This design comes from an exercise in tuning for small area on the open sky130 flow, not from production work.
RTL that was checked went through simulation tests only; none was proved equivalent to the original.
Power is estimated from default activity; no workload was simulated. The clock port is modelled as an ideal driver; clocking choices that lean on that would not hold on a real chip.

==> run K: inputs <==
==> flow/design.v <==
`timescale 1ns/1ps
`default_nettype none
module scan_top
#(
    parameter int FIFO_DEPTH = 4
)
(
    input  wire                         w_bus_clk,
    input  wire                         w_adc_rst,
    input  wire [3:0]                   sw,
    input  wire [11:0]      adc_data_0,
    input  wire [11:0]      adc_data_1,
    input  wire [11:0]      adc_data_2,
    input  wire                         sample_strobe,
    input  wire                         dma_on,
    input  wire [27:0]  dma_start_address,
    input  wire [27:0]  dma_buf_size,
    input  wire                         sdram_waitrequest,
    output logic [127:0]             sdram_writedata,
    output logic [27:0]       sdram_address,
    output logic                        sdram_write,
    output logic                        fifo_overflow,
    output logic [15:0]         dma_done_cnt
);
    localparam int CH = 3;
    logic [3:0] sw_q;
    logic [1:0] tm [CH];
    always_ff @(posedge w_bus_clk)
    begin
        if (w_adc_rst)
        begin
            sw_q  <= 4'b1100;
            tm[0] <= 2'd0;
            tm[1] <= 2'd0;
            tm[2] <= 2'd0;
        end
        else
        begin
            sw_q <= sw;
            case (sw_q[3:2])
                2'd0:    tm[0] <= sw_q[1:0];
                2'd1:    tm[1] <= sw_q[1:0];
                2'd2:    tm[2] <= sw_q[1:0];
                default: ;
            endcase
        end
    end
    logic [11:0] ramp_cnt;
    logic [2:0]  lane_idx;
    logic        beat_valid;
    logic        last_lane;
    assign last_lane = (lane_idx == 3'd7);
    always_ff @(posedge w_bus_clk)
    begin
        if (w_adc_rst)
        begin
            ramp_cnt   <= '0;
            lane_idx   <= '0;
            beat_valid <= 1'b0;
        end
        else
        begin
            beat_valid <= sample_strobe && last_lane;
            if (sample_strobe)
            begin
                ramp_cnt <= ramp_cnt + 1'b1;
                lane_idx <= lane_idx + 1'b1;
            end
        end
    end
    logic [27:0] start_q;
    logic [27:0] size_q;
    always_ff @(posedge w_bus_clk)
    begin
        start_q <= dma_start_address;
        size_q  <= dma_buf_size;
    end
    logic [1:0]  grant;
    logic [2:0]  gsel;    
    logic [2:0]  req;
    logic        req_g;
    logic [27:0] idx_g;
    logic [28:0] idx_inc;
    logic        wrap;
    logic [27:0] idx_nxt;
    logic [11:0] src      [CH];
    logic [11:0] beat     [CH][7];
    logic [11:0] mem      [CH][4][8];
    logic [1:0]  wr_ptr   [CH];
    logic [1:0]  rd_ptr   [CH];
    logic [2:0]  fill     [CH];
    logic [27:0] ring_idx [CH];
    logic        full     [CH];
    logic        push     [CH];
    logic        pop      [CH];
    logic [1:0]  wr_nxt   [CH];
    logic [2:0]  fill_nxt [CH];
    logic [15:0] done_cnt;
    logic        ovf_any;
    assign src[0] = (tm[0] == 2'd1) ? ramp_cnt : (tm[0] == 2'd2) ? 12'hAAA :
                    (tm[0] == 2'd3) ? 12'h555 : adc_data_0;
    assign src[1] = (tm[1] == 2'd1) ? ramp_cnt : (tm[1] == 2'd2) ? 12'hAAA :
                    (tm[1] == 2'd3) ? 12'h555 : adc_data_1;
    assign src[2] = (tm[2] == 2'd1) ? ramp_cnt : (tm[2] == 2'd2) ? 12'hAAA :
                    (tm[2] == 2'd3) ? 12'h555 : adc_data_2;
    for (genvar c = 0; c < CH; c++)
    begin : g_ch
        assign full[c] = fill[c][2];
        assign req[c]  = (fill[c] != 3'd0);
        assign push[c] = beat_valid && dma_on && !full[c];
        assign pop[c]  = (grant == 2'(c)) && req[c] && !sdram_waitrequest;
        always_comb
        begin
            if (w_adc_rst || !dma_on)
            begin
                wr_nxt[c]   = 2'd0;
                fill_nxt[c] = 3'd0;
            end
            else
            begin
                wr_nxt[c]   = wr_ptr[c] + 2'(push[c]);
                fill_nxt[c] = fill[c] + 3'(push[c]) - 3'(pop[c]);
            end
        end
        always_ff @(posedge w_bus_clk)
        begin
            wr_ptr[c] <= wr_nxt[c];
            fill[c]   <= fill_nxt[c];
            if (w_adc_rst || !dma_on)
                rd_ptr[c]   <= 2'd0;
            else if (pop[c])
                rd_ptr[c]   <= rd_ptr[c] + 1'b1;
            if (w_adc_rst || !dma_on || pop[c])
                ring_idx[c] <= idx_d;
        end
        for (genvar k = 0; k < 7; k++)
        begin : g_lane
            always_ff @(posedge w_bus_clk)
            begin
                if (sample_strobe && lane_idx == 3'(k))
                    beat[c][k] <= src[c];
            end
        end
        for (genvar i = 0; i < 4; i++)
        begin : g_slot
            for (genvar k = 0; k < 7; k++)
            begin : g_lane
                always_ff @(posedge w_bus_clk)
                begin
                    if (push[c] && wr_ptr[c] == 2'(i))
                        mem[c][i][k] <= beat[c][k];
                end
            end
            always_ff @(posedge w_bus_clk)
            begin
                if (sample_strobe && last_lane && !fill_nxt[c][2] && wr_nxt[c] == 2'(i))
                    mem[c][i][7] <= src[c];
            end
        end
    end
    always_comb
    begin
        case (grant)
            2'd1:    req_g = req[1];
            2'd2:    req_g = req[2];
            default: req_g = req[0];
        endcase
        idx_g = ({28{gsel[0]}} & ring_idx[0]) | ({28{gsel[1]}} & ring_idx[1]) |
                ({28{gsel[2]}} & ring_idx[2]);
    end
    assign idx_inc = {1'b0, idx_g} + 29'd1;
    logic [28:0] ge;
    always_comb
    begin
        ge[0] = 1'b1;
        for (int i = 0; i < 28; i++)
            ge[i+1] = (idx_inc[i] & ~size_q[i]) | (idx_inc[i] & ge[i]) | (~size_q[i] & ge[i]);
    end
    assign wrap    = idx_inc[28] || ((size_q != 28'd0) && ge[28]);
    assign idx_nxt = wrap ? 28'd0 : idx_inc[27:0];
    logic [27:0] idx_d;
    assign idx_d = (w_adc_rst || !dma_on) ? 28'd0 : idx_nxt;
    always_ff @(posedge w_bus_clk)
    begin
        if (w_adc_rst)
            done_cnt <= '0;
        else if (dma_on && pop[0] && wrap)
            done_cnt <= done_cnt + 1'b1;
    end
    assign dma_done_cnt = done_cnt;
    always_ff @(posedge w_bus_clk)
    begin
        if (w_adc_rst)
        begin
            ovf_any       <= 1'b0;
            fifo_overflow <= 1'b0;
        end
        else
        begin
            ovf_any <= dma_on && beat_valid && (full[0] || full[1] || full[2]);
            if (ovf_any)
                fifo_overflow <= 1'b1;
        end
    end
    logic [1:0] grant_next;
    always_comb
    begin
        case (grant)
            2'd1:    grant_next = req[2] ? 2'd2 : req[0] ? 2'd0 : 2'd1;
            2'd2:    grant_next = req[0] ? 2'd0 : req[1] ? 2'd1 : 2'd2;
            default: grant_next = req[1] ? 2'd1 : req[2] ? 2'd2 : 2'd0;
        endcase
    end
    always_ff @(posedge w_bus_clk)
    begin
        if (w_adc_rst)
        begin
            grant <= 2'd0;
            gsel  <= 3'b001;
        end
        else if (!req_g || !sdram_waitrequest)
        begin
            grant <= grant_next;
            gsel  <= 3'b001 << grant_next;
        end
    end
    logic [27:0] offset;
    logic [95:0] head;
    always_comb
    begin
        offset = ({28{gsel[1]}} & size_q) | ({28{gsel[2]}} & {size_q[26:0], 1'b0});
    end
    assign sdram_write   = req_g;
    logic [27:0] csa_s, csa_c;
    assign csa_s = start_q ^ offset ^ idx_g;
    assign csa_c = (start_q & offset) | (start_q & idx_g) | (offset & idx_g);
    assign sdram_address = csa_s + {csa_c[26:0], 1'b0};
    always_comb
    begin
        head = '0;
        for (int c = 0; c < CH; c++)
            for (int i = 0; i < 4; i++)
                if (gsel[c] && rd_ptr[c] == 2'(i))
                    for (int k = 0; k < 8; k++)
                        head[k*12 +: 12] = head[k*12 +: 12] | mem[c][i][k];
    end
    for (genvar k = 0; k < 8; k++)
    begin : g_out
        assign sdram_writedata[k*16 +: 16] = {4'h0, head[k*12 +: 12]};
    end
endmodule
`default_nettype wire
==> flow/flow/run.sh <==
#!/bin/bash
# Own layout flow: the standard ORFS flow (standard.sh, with the standard
# synthesis unchanged), with two knobs changed after synthesis:
#  - the port buffers are sky130_fd_sc_hd__buf_1 (buffer_ports -buffer_cell)
#    instead of the resizer's default pick;
#  - the clock tree is built without dummy loads (-dont_use_dummy_load).
# Each step's full output goes to a log of its own in this folder; ORFS also
# keeps its per-step logs under orfs/logs.
set -euo pipefail
CTS="-sink_clustering_enable -repair_clock_nets -sink_clustering_size 30"
CTS="$CTS -sink_clustering_max_diameter 100 -buf_list sky130_fd_sc_hd__clkbuf_16"
CTS="$CTS -dont_use_dummy_load"
bash standard.sh synth > synth.log 2>&1
bash standard.sh "BUFFER_PORTS_ARGS=-buffer_cell sky130_fd_sc_hd__buf_1" \
    "CTS_ARGS=$CTS" finish > layout.log 2>&1
==> flow/standard.sh <==
#!/bin/bash
# synth_recipe.tcl (not shown) runs the flow's synth.tcl, then flattens the netlist and writes it again
# the make line also repeats each setting of config.mk as NAME=value (left out here)
make -C /OpenROAD-flow-scripts/flow DESIGN_CONFIG=/design/flow/config.mk WORK_HOME=/design/flow/orfs CLKGATE_MAP_FILE= SYNTH_SCRIPT=/design/flow/synth_recipe.tcl "${@:-finish}"
==> flow/config.mk <==
export PLATFORM = sky130hd
export DESIGN_NAME = scan_top
export DESIGN_NICKNAME = scan_top
export VERILOG_FILES = /design/flow/design.v
export SDC_FILE = /design/flow/constraint.sdc
export NUM_CORES = 4
export LEC_CHECK = 0
export CAP_MARGIN = 20
export CORE_MARGIN = 2
export CORE_UTILIZATION = 50
export PLACE_DENSITY = 0.8
export SLEW_MARGIN = 20
==> flow/constraint.sdc <==
create_clock -name core_clock -period 7.0 [get_ports {w_bus_clk}]
set_input_delay 1.4000 -clock core_clock [delete_from_list [all_inputs] [get_ports {w_bus_clk}]]
set_output_delay 1.4000 -clock core_clock [all_outputs]
set_load 0.01 [all_outputs]
==> inputs of run M, as changes to run K <==
--- a/flow/design.v
+++ b/flow/design.v
@@ -69,13 +69,8 @@
         end
     end
-    logic [27:0] start_q;
     logic [27:0] size_q;
     always_ff @(posedge w_bus_clk)
-    begin
-        start_q <= dma_start_address;
-        size_q  <= dma_buf_size;
-    end
+        size_q <= dma_buf_size;
     logic [1:0]  grant;
-    logic [2:0]  gsel;    
     logic [2:0]  req;
     logic        req_g;
@@ -162,10 +157,8 @@
     begin
         case (grant)
-            2'd1:    req_g = req[1];
-            2'd2:    req_g = req[2];
-            default: req_g = req[0];
+            2'd1:    begin req_g = req[1]; idx_g = ring_idx[1]; end
+            2'd2:    begin req_g = req[2]; idx_g = ring_idx[2]; end
+            default: begin req_g = req[0]; idx_g = ring_idx[0]; end
         endcase
-        idx_g = ({28{gsel[0]}} & ring_idx[0]) | ({28{gsel[1]}} & ring_idx[1]) |
-                ({28{gsel[2]}} & ring_idx[2]);
     end
     assign idx_inc = {1'b0, idx_g} + 29'd1;
@@ -212,28 +205,31 @@
         endcase
     end
-    always_ff @(posedge w_bus_clk)
-    begin
-        if (w_adc_rst)
-        begin
-            grant <= 2'd0;
-            gsel  <= 3'b001;
-        end
+    logic [1:0] grant_d;
+    always_comb
+    begin
+        if (w_adc_rst)
+            grant_d = 2'd0;
         else if (!req_g || !sdram_waitrequest)
-        begin
-            grant <= grant_next;
-            gsel  <= 3'b001 << grant_next;
-        end
-    end
-    logic [27:0] offset;
+            grant_d = grant_next;
+        else
+            grant_d = grant;
+    end
+    always_ff @(posedge w_bus_clk)
+        grant <= grant_d;
+    logic [27:0] offset_d;
+    logic [27:0] base_q;
     logic [95:0] head;
     always_comb
     begin
-        offset = ({28{gsel[1]}} & size_q) | ({28{gsel[2]}} & {size_q[26:0], 1'b0});
-    end
+        case (grant_d)
+            2'd1:    offset_d = dma_buf_size;
+            2'd2:    offset_d = {dma_buf_size[26:0], 1'b0};
+            default: offset_d = 28'd0;
+        endcase
+    end
+    always_ff @(posedge w_bus_clk)
+        base_q <= dma_start_address + offset_d;
     assign sdram_write   = req_g;
-    logic [27:0] csa_s, csa_c;
-    assign csa_s = start_q ^ offset ^ idx_g;
-    assign csa_c = (start_q & offset) | (start_q & idx_g) | (offset & idx_g);
-    assign sdram_address = csa_s + {csa_c[26:0], 1'b0};
+    assign sdram_address = base_q + idx_g;
     always_comb
     begin
@@ -241,5 +237,5 @@
         for (int c = 0; c < CH; c++)
             for (int i = 0; i < 4; i++)
-                if (gsel[c] && rd_ptr[c] == 2'(i))
+                if (grant == 2'(c) && rd_ptr[c] == 2'(i))
                     for (int k = 0; k < 8; k++)
                         head[k*12 +: 12] = head[k*12 +: 12] | mem[c][i][k];
==> flow/flow/run.sh (replaced) <==
#!/bin/bash
# Own layout flow: the standard ORFS flow (standard.sh) with these changes.
# Synthesis: the standard flow's synthesis script, but ABC maps with flow/area.abc
#   (flow/my_synth.tcl) and Yosys does not pre-extract half/full adder cells
#   (ADDER_MAP_FILE empty), so ABC maps the arithmetic too. Registers are mapped
#   before ABC, exactly as in the standard synthesis.
# Layout: port buffers are sky130_fd_sc_hd__buf_1 (buffer_ports -buffer_cell),
#   and the clock tree is built without dummy loads (-dont_use_dummy_load).
# Each step's full output goes to a log of its own in this folder; ORFS also
# keeps its per-step logs under orfs/logs.
set -euo pipefail
here=$(pwd)
CTS="-sink_clustering_enable -repair_clock_nets -sink_clustering_size 30"
CTS="$CTS -sink_clustering_max_diameter 110 -buf_list sky130_fd_sc_hd__clkbuf_16"
CTS="$CTS -dont_use_dummy_load"
bash standard.sh "SYNTH_SCRIPT=$here/flow/my_synth.tcl" "ADDER_MAP_FILE=" synth > synth.log 2>&1
bash standard.sh "BUFFER_PORTS_ARGS=-buffer_cell sky130_fd_sc_hd__buf_1" \
    "CTS_ARGS=$CTS" finish > layout.log 2>&1
==> flow/flow/area.abc (new file) <==
&get -n
&st
&syn2
&dch
&nf -R 1000
&put
==> flow/flow/my_synth.tcl (new file) <==
# The standard synthesis (synth_recipe.tcl in the work folder), with ABC's
# final mapping run with flow/area.abc (an area-recovering mapping) in place of
# ORFS's speed script. Registers are mapped before ABC runs, so they are the
# standard synthesis's.
set my_dir [file dirname [file normalize [info script]]]
proc abc {args} {
  set i [lsearch -exact $args -script]
  if {$i >= 0} {
    lset args [expr {$i + 1}] [file join $::my_dir area.abc]
  }
  yosys abc {*}$args
}
source [file join $my_dir .. synth_recipe.tcl]
CORE_AREA = 2.3 2.72 390.08 388.96   (was unset)
CORE_MARGIN = unset   (was 2)
CORE_UTILIZATION = unset   (was 50)
DIE_AREA = 0 0 392.42 392.42   (was unset)
PLACE_DENSITY = unset   (was 0.8)
==> inputs of run P, as changes to run K <==
--- a/flow/flow/run.sh
+++ b/flow/flow/run.sh
@@ -8,5 +8,5 @@
 # keeps its per-step logs under orfs/logs.
 set -euo pipefail
-CTS="-sink_clustering_enable -repair_clock_nets -sink_clustering_size 30"
+CTS="-sink_clustering_enable -repair_clock_nets -sink_clustering_size 32"
 CTS="$CTS -sink_clustering_max_diameter 100 -buf_list sky130_fd_sc_hd__clkbuf_16"
 CTS="$CTS -dont_use_dummy_load"
CORE_UTILIZATION = 40   (was 50)
==> comparison table <==
Flip-flop and latch count: run P 1614; run M 1611; run K 1614
Outcome: run P no timing/DRC/antenna violations; run M failed layout checks; run K no timing/DRC/antenna violations
Layout check failures: run P -; run M negative setup slack; run K -
Area fraction in and, or, nand and nor cells after synthesis: run P 0.04516; run M 0.07232; run K 0.04516
Number of multi-input combinational cells in the layout: run P 1595; run M 1694; run K 1595
Final hold slack: run P 0.4232 ns; run M 0.3984 ns; run K 0.4521 ns
Clock Sinks: run P 1614; run M 1611; run K 1614
Placed Instances: run P 5617; run M 5742; run K 5203
IR Drop Worst-Case VDD: run P 0.2692 mV; run M 0.2468 mV; run K 0.2707 mV
Final WL: run P 163.1 mm; run M 160.4 mm; run K 157.6 mm
Number of buffers and inverters on the critical path: run P 3; run M 4; run K 2
Clk. pwr: run P 4.10 mW; run M 4.23 mW; run K 4.18 mW
Depth of the most critical reg-to-reg path: run P 13; run M 46; run K 13
Tmin final: run P 6.767 ns; run M 7.568 ns; run K 6.691 ns
F_max: run P 147.8 MHz; run M 132.1 MHz; run K 149.4 MHz
Worst-path cell with the longest stage delay: run P sky130_fd_sc_hd__a222oi_1; run M sky130_fd_sc_hd__dfxtp_4; run K sky130_fd_sc_hd__a222oi_1
Largest fanout of any net on the critical path: run P 29; run M 5; run K 20
Non-clk buf share: run P 0.02690; run M 0.03806; run K 0.02571
Drt via density: run P 6.090; run M 5.736; run K 6.511
Fill cell total of the finished layout: run P 12.65k; run M 13.17k; run K 8918
Overall via count from detail_route: run P 34.66k; run M 33.41k; run K 34.34k
Xor-xnor portion of the synthesized cell area: run P 0.009746; run M 0.01960; run K 0.009746
Power density relative to cell area: run P 235.5 mW/mm^2; run M 236.3 mW/mm^2; run K 238.4 mW/mm^2
Non-clock inverter count in the final layout: run P 71; run M 15; run K 71
Resized Gates After CTS: run P 0; run M 36; run K 0
Y dimension of the die: run P 392.0 um; run M 392.4 um; run K 351.0 um
Combinational Power Share: run P 0.039; run M 0.035; run K 0.038
Placed cell area: run P 0.06369 mm^2; run M 0.06320 mm^2; run K 0.06318 mm^2
Function not checked in run M: the RTL went through the layout flow alone.

[afterwards: timing with drivers on the ports]
The flow's constraints put no driver on any port. The routed layouts listed below were extracted and timed again, unchanged, in two steps. Step 1 (the two cells are an assumption about what drives the block):
set clk [get_ports {w_bus_clk}]
set_driving_cell -lib_cell sky130_fd_sc_hd__clkbuf_16 $clk
set_driving_cell -lib_cell sky130_fd_sc_hd__buf_2 [delete_from_list [all_inputs] $clk]
Step 2, shift: input delay + t, output delay - t, t = (earliest + latest rising clock arrival at the registers) / 2. This alone moves slack from input paths to output paths. Three values: no drivers, after step 1, after step 2; two values: the first two.
run | t, ns | setup slack, ns | slew at the worst register clock pin (ns)
run K | 0.738 | 0.309 / 0.240 / 0.978 | 0.11 / 0.11
run M | 0.767 | -0.568 / -0.651 / -0.413 | 0.12 / 0.12
run P | 0.772 | 0.233 / 0.155 / 0.927 | 0.12 / 0.12
